This design comes from an exercise in tuning for small area and few clock cycles per item on the open sky130 flow, not from production work. In this exercise RTL edits were held to simulation tests only and were not proved equivalent to the original.

==> flow/design.v (outline; a module is shown in full before it is edited, if it fits) <==
// module escc_sum_q: 180 lines
// module escc_sum_r: 91 lines
// module escc_sum_q4: 33 lines
// module escc_sum_days: 147 lines
// module escc_sum_sod: 79 lines
// module escc_sum_r4: 103 lines
// module escc_sum_hh: 19 lines
// module escc_sum_rs: 58 lines
// module escc_sum_tot: 216 lines
// module escc_sum_min: 41 lines
// module escc_dpath: 187 lines
// module epoch_seconds_calendar_converter: 57 lines
module epoch_seconds_calendar_converter (
  input  logic        clk,
  input  logic        rst_n,
  input  logic        in_valid,
  output logic        in_ready,
  input  logic        in_op,
  input  logic [31:0] in_epoch_seconds,
  input  logic [7:0]  in_year,
  input  logic [3:0]  in_month,
  input  logic [4:0]  in_day,
  input  logic [4:0]  in_hour,
  input  logic [5:0]  in_minute,
  input  logic [5:0]  in_second,
  output logic        out_valid,
  input  logic        out_ready,
  output logic [31:0] res_seconds,
  output logic [7:0]  res_year,
  output logic [3:0]  res_month,
  output logic [4:0]  res_day,
  output logic [4:0]  res_hour,
  output logic [5:0]  res_minute,
  output logic [5:0]  res_second,
  output logic [1:0]  status
);
  // ...
==> flow/flow/run.sh <==
#!/bin/bash
# The standard layout (bash standard.sh), with the port buffers that global placement
# inserts made from sky130_fd_sc_hd__buf_1 instead of the resizer's default pick.
# Each step's full output goes to its own log file here; ORFS keeps its per-step logs
# under orfs/logs/.
set -euo pipefail
export BUFFER_PORTS_ARGS="-buffer_cell sky130_fd_sc_hd__buf_1"
bash standard.sh synth > synth.log 2>&1
bash standard.sh "BUFFER_PORTS_ARGS=$BUFFER_PORTS_ARGS" finish > layout.log 2>&1
==> flow/standard.sh <==
#!/bin/bash
# synth_recipe.tcl (not shown) runs the flow's synth.tcl, then flattens the netlist and writes it again
# the make line also repeats each setting of config.mk as NAME=value (left out here)
make -C /OpenROAD-flow-scripts/flow DESIGN_CONFIG=/design/flow/config.mk WORK_HOME=/design/flow/orfs CLKGATE_MAP_FILE= SYNTH_SCRIPT=/design/flow/synth_recipe.tcl "${@:-finish}"
==> flow/config.mk <==
export PLATFORM = sky130hd
export DESIGN_NAME = epoch_seconds_calendar_converter
export DESIGN_NICKNAME = epoch_seconds_calendar_converter
export VERILOG_FILES = /design/flow/design.v
export SDC_FILE = /design/flow/constraint.sdc
export NUM_CORES = 4
export LEC_CHECK = 0
export CAP_MARGIN = 20
export CORE_MARGIN = 2
export CORE_UTILIZATION = 40
export SLEW_MARGIN = 20
==> flow/constraint.sdc <==
create_clock -name core_clock -period 8.0 [get_ports {clk}]
set_input_delay 1.6000 -clock core_clock [delete_from_list [all_inputs] [get_ports {clk}]]
set_output_delay 1.6000 -clock core_clock [all_outputs]
set_load 0.01 [all_outputs]
==> summary.txt, run 1 <==
Logic synthesis
  – Post-Syn Instances: 1745
  – Main combinational cell family by area after synthesis: adder cells
  – Mapped Area: 17900 sq um
  – Sequential area share after synthesis: 19.1%
  – Synth Area in Simple Gates: 9.97%
  – Adder-cell share of the synthesized area: 44.1%
  – Number of synthesized flops with an enable pin: 112
  – Post-synthesis mux area share: 4.71%
  – #FFs+latches synth: 115
  – Commonest cells post-synth: inv_1, fa_1, ha_1

Hold path
  – Worst Hold Depth: 0
  – Type of the most critical hold path: flip-flop to flip-flop
  – HP Start: u_dp.bad_b
  – Hold Path End: u_dp.bad_c

Cells and area
  – Leading cell kind: multi-input combinational cells
  – Sequential share of cell area: 17.4%
  – Clock-cell share: 3.00%
  – Filler Cell Count: 4168
  – Final core utilization: 44.4%
  – Commonest non-fill, non-tap cell in the layout: inv_1
  – Non-clock inverter count in the final layout: 396

CTS
  – Hold-fix buffers at CTS: 0
  – Maximum number of buffers from clock root to sink: 2

Status
  – Status: complete, no violations

Worst setup path
  – Sum of buffers and inverters on the critical path: 2
  – Worst R2R End: u_dp.r3[25]
  – Reg2reg start: u_dp.r2[21]
  – Crit path cell chain: inv_1, ha_1, and4bb_1, nand3_1, or3_1, and2_1, a311oi_4, a21boi_4, and2b_1, nor2_1, a31o_1, ha_1, ha_1, a21o_1, a21oi_1, xnor2_1, xnor2_1, a21oi_1, a311oi_1, buf_1

Timing
  – Post-route setup TNS: 0 ns
  – Final slew viol count: 0

Global routing
  – GR peak layer: met2
  – Gr usage total: 17.7%
  – Grt met2 use: 30.4%

Route
  – Top Metal Used: met4
  – DRT Pass-1 Iters: 5
  – WL met1: 17500 um

Floorplanning
  – Starting density of the core: 40.4%
  – Die Area: 46400 sq um

Run
  – Max_cap viols: 0
Testbench counts, summed over its fixed seeds: cycles 3,224, items 3,200.
==> inputs of run 2 (changes only) <==
==> flow/run.sh (new file) <==
#!/bin/bash
# synth_recipe.tcl (not shown) runs the flow's synth.tcl, then flattens the netlist and writes it again
# the make line also repeats each setting of config.mk as NAME=value (left out here)
make -C /OpenROAD-flow-scripts/flow DESIGN_CONFIG=/design/flow/config.mk WORK_HOME=/design/flow/orfs CLKGATE_MAP_FILE= SYNTH_SCRIPT=/design/flow/synth_recipe.tcl finish
removed: flow/flow/run.sh
removed: flow/standard.sh
==> run 2 against run 1 <==
  * Maximum frequency decreased by 4.2%
  * Setup slack got worse by 0.32 ns
  * Synthesized area unchanged
  * Count of clock-buffer cells in the layout decreased by 1
  * Critical path depth unchanged
  * Synthesized cell count unchanged
  * Register-to-register slack got worse by 0.06 ns
  * Non-clock buffer count increased by 3
  * Final area increased by 4.6%
  * Highest routed layer unchanged
==> summary.txt, run 2 <==
Status
  – Status: complete, no violations (unchanged)

Floorplanning
  – I/O pin cnt: 141 (unchanged)
  – FP Rows: 77 (unchanged)
  – Die Ht: 215 um (unchanged)
  – Core Region: 44200 sq um (unchanged)
  – Die width: 215 um (unchanged)
  – Starting density of the core: 40.4% (unchanged)
  – Die Area: 46400 sq um (unchanged)

Cells and area
  – Ant diodes: 0 (unchanged)
  – Nets: 2390 (was 2387)
  – Max FFs per register: 37 (unchanged)
  – Share of cells above drive strength 1: 5.79% (was 5.64%)
  – Top reg by flops: u_dp.r2 (unchanged)
  – Filler Cell Count: 4073 (was 4168)
  – Commonest non-fill, non-tap cell in the layout: inv_1 (unchanged)
  – Area delta synth->final: 14.7% (was 9.68%)
  – Most frequent cells in the layout: inv_1, fa_1, ha_1 (unchanged)
  – Biggest regs: u_dp.r2 (37), u_dp.r3 (35), u_dp.r1 (34) (unchanged)

Timing
  – Post-layout min period: 7.52 ns (was 7.20 ns)
  – Endpoints failing hold: 0 (unchanged)
  – Slew margin rel.: 39.6% (was 38.0%)
  – Worst Skew: 0.0156 ns (was 0.0117 ns)
  – Setup repair after global routing missed its margin: no (unchanged)
  – Worst slew pin tran: 0.907 ns (was 0.930 ns)
  – Final slew viol count: 0 (unchanged)
  – Period utilization: 94.0% (was 90.0%)
  – Worst hold slack: 0.422 ns (was 0.424 ns)
  – Highest achievable clock rate: 0.133 GHz (was 0.139 GHz)
  – Post-route setup TNS: 0 ns (unchanged)
  – Final setup fails: 0 (unchanged)

Logic synthesis
  – Warnings from Yosys: 2 (unchanged)
  – Synth Flop Type: edfxtp_1 (unchanged)
  – Post-synth ARST share: 0% (unchanged)
  – Number of synthesized flops with an enable pin: 112 (unchanged)
  – Synthesized area per cell: 10.3 sq um (unchanged)
  – Syn_nets: 2265 (unchanged)
  – Commonest cells post-synth: inv_1, fa_1, ha_1 (unchanged)
  – Area leader, netlist: fa_1 (unchanged)
  – Area fraction of the dominant cell type after synthesis: 33.6% (unchanged)
  – Post-Syn Instances: 1745 (unchanged)
  – #FFs+latches synth: 115 (unchanged)
  – Sequential area share after synthesis: 19.1% (unchanged)
  – Netlist cell types: 88 (unchanged)
  – Top-count cell post-synth: inv_1 (unchanged)
  – Mapped Area: 17900 sq um (unchanged)
  – Top cells by area, synth: fa_1, edfxtp_1, ha_1, inv_1, xnor2_1 (unchanged)

CTS
  – Maximum number of buffers from clock root to sink: 2 (unchanged)
  – Clock sink count: 115 (unchanged)
  – CTS tree: yes (unchanged)
  – Htree depth: 4 (unchanged)
  – Worst-skew pair later-pin latency: 0.43 ns (about the same)
  – # resized after CTS: 0 (unchanged)
  – Root buffer cell: clkbuf_16 (unchanged)
  – CTS buffer count: 17 (unchanged)
  – Worst-path clk slew: 0.06 ns (about the same)
  – Hold-fix buffers at CTS: 0 (unchanged)
  – Post-CTS setup buffers: 0 (unchanged)

Route
  – Antenna Nets Post-Route: 0 (unchanged)
  – DRT Pass-1 Iters: 5 (unchanged)
  – DRC Markers: 0 (unchanged)
  – Per-cell routed wire length: 16.0 um (was 15.9 um)
  – Vias per std cell: 4.90 (was 4.92)
  – Vias: 12100 (was 12200)
  – Number of DRC markers in iteration 0: 627 (was 762)
  – Routed WL: 39600 um (was 39200 um)

Worst setup path
  – Critical Path RT: 6.40 ns (about the same)
  – Setup CP Type: flip-flop to primary output (unchanged)
  – CP max FO: 14 (was 12)
  – Worst setup EP type: primary output (unchanged)
  – Startpoint types: flip-flop (unchanged)
  – Worst endpoint data arrival time: 5.92 ns (was 5.60 ns)
  – FF-to-FF path depth: 25 (was 32)

Global routing
  – Largest net degree at the start of global routing: 74 (was 78)
  – GRT met3 Usage: 2.48% (was 2.49%)
  – Gr usage total: 17.7% (about the same)
  – Grt total ovfl: 0 (unchanged)
  – GR peak layer: met2 (unchanged)
  – Grt met2 use: 31.2% (was 30.4%)
  – Global-route wire length before repair: 66400 um (was 66000 um)
  – Initial antenna violation count: 0 (unchanged)
  – Vias in the first global route: 12800 (about the same)
  – Met1 global-route usage: 23.1% (was 23.8%)

Placement
  – Placer Congestion: 0.893 (was 0.903)
  – Final HPWL DP: 34200 um (was 33600 um)
  – Port bufs: 140 (unchanged)

Run
  – Max_cap viols: 0 (unchanged)

Hold path
  – Worst Hold Depth: 0 (unchanged)
  – Type of the most critical hold path: flip-flop to flip-flop (unchanged)
[run 2: per-stage QoR]
stage / std cells / utilization [%] / worst slack (ns) / cell area, sq um
finish: 2475 / 46.4 / 0.483 / 20500
global route: 2475 / 46.4 / 0.0629 / 20500
CTS: 2475 / 46.4 / 0.470 / 20500
detailed placement: 2443 / 45.1 / 0.685 / 19900
global placement: 2443 / 45.1 / 0.800 / 19900
floorplan: 1745 / - / 1.10 / 17900
[run 2: path summary, 6_finish.rpt]
kind	start	to	slack, ns
setup reg to reg	u_dp.r2[24]	u_dp.r3[29]	0.78
hold / removal	u_dp.bad_c	u_dp.bad_d	0.42
hold reg to reg	u_dp.bad_c	u_dp.bad_d	0.42
setup / recovery	u_dp.r3[17]	res_day[4]	0.48
[run 2: critical path, cell delays in order (launching register included)]
cell and delay (ns):
edfxtp_1 0.56, inv_1 0.16, ha_1 0.36, and4bb_1 0.32
nand3_1 0.12, xor2_1 0.39, nor2_1 0.15, a311oi_4 0.46
a21boi_4 0.28, and2b_1 0.17, nor2_1 0.05, a31o_1 0.23
ha_1 0.30, ha_1 0.31, a21o_1 0.17, a21oi_1 0.17
xnor2_1 0.15, xnor2_1 0.16, a21oi_1 0.06, a311oi_1 0.31
clkdlybuf4s50_1 0.60
[run 2: cell families after synthesis]
| logic type | share of synthesized area [%] |
|---|---|
| flip-flops | 19.1 |
| AND/OR/NAND/NOR | 9.97 |
| adder cells (fa/ha/maj) | 44.1 |
| XOR/XNOR | 4.49 |
| multiplexers | 4.71 |
| AO/OA/AOI/OAI | 8.23 |
| buffers and inverters | 9.41 |
[run 2: cell type report]
cell class,instances,area [sq um],share of cell area [%]
multi-input cells,1189,12800,62.4
flip-flops and latches,115,3420,16.7
inverters,396,1490,7.25
repair buffers,151,1480,7.23
well taps,592,741,3.61
clock buffers,17,425,2.07
clock inverters,15,163,0.793
[run 2: metal layers]
metal,share of wire [%],vias to the layer above
met2,51,230
met5,0,-
met3,3.0,41
li1,-,5836
met1,44,6031
met4,1.9,0

port drivers added, routing unchanged:
In the flow no input, the clock included, has a driving cell. The finished layouts below were timed again as built, in two steps.
Step 1 (the two cells are an assumption about what drives the block):
set clk [get_ports {clk}]
set_driving_cell -lib_cell sky130_fd_sc_hd__clkbuf_16 $clk
set_driving_cell -lib_cell sky130_fd_sc_hd__buf_2 [delete_from_list [all_inputs] $clk]
Step 2 adds t to the input delays and takes it off the output delays; t is the mean of the earliest and latest rising clock arrival at the registers after step 1. Input paths then give back, and output paths get back, about the clock's delay inside the block.
a / b / c = ideal ports / drivers / drivers and shift; a / b = the first two.
| run | t (ns) | setup slack, ns | worst hold slack (ns) |
|---|---|---|---|
| run 1 | 0.478 | 0.799 / 0.747 / 0.837 | 0.424 / 0.424 / 0.424 |
| run 2 | 0.476 | 0.483 / 0.432 / 0.700 | 0.422 / 0.422 / 0.422 |
After both steps every run listed still meets setup and hold.
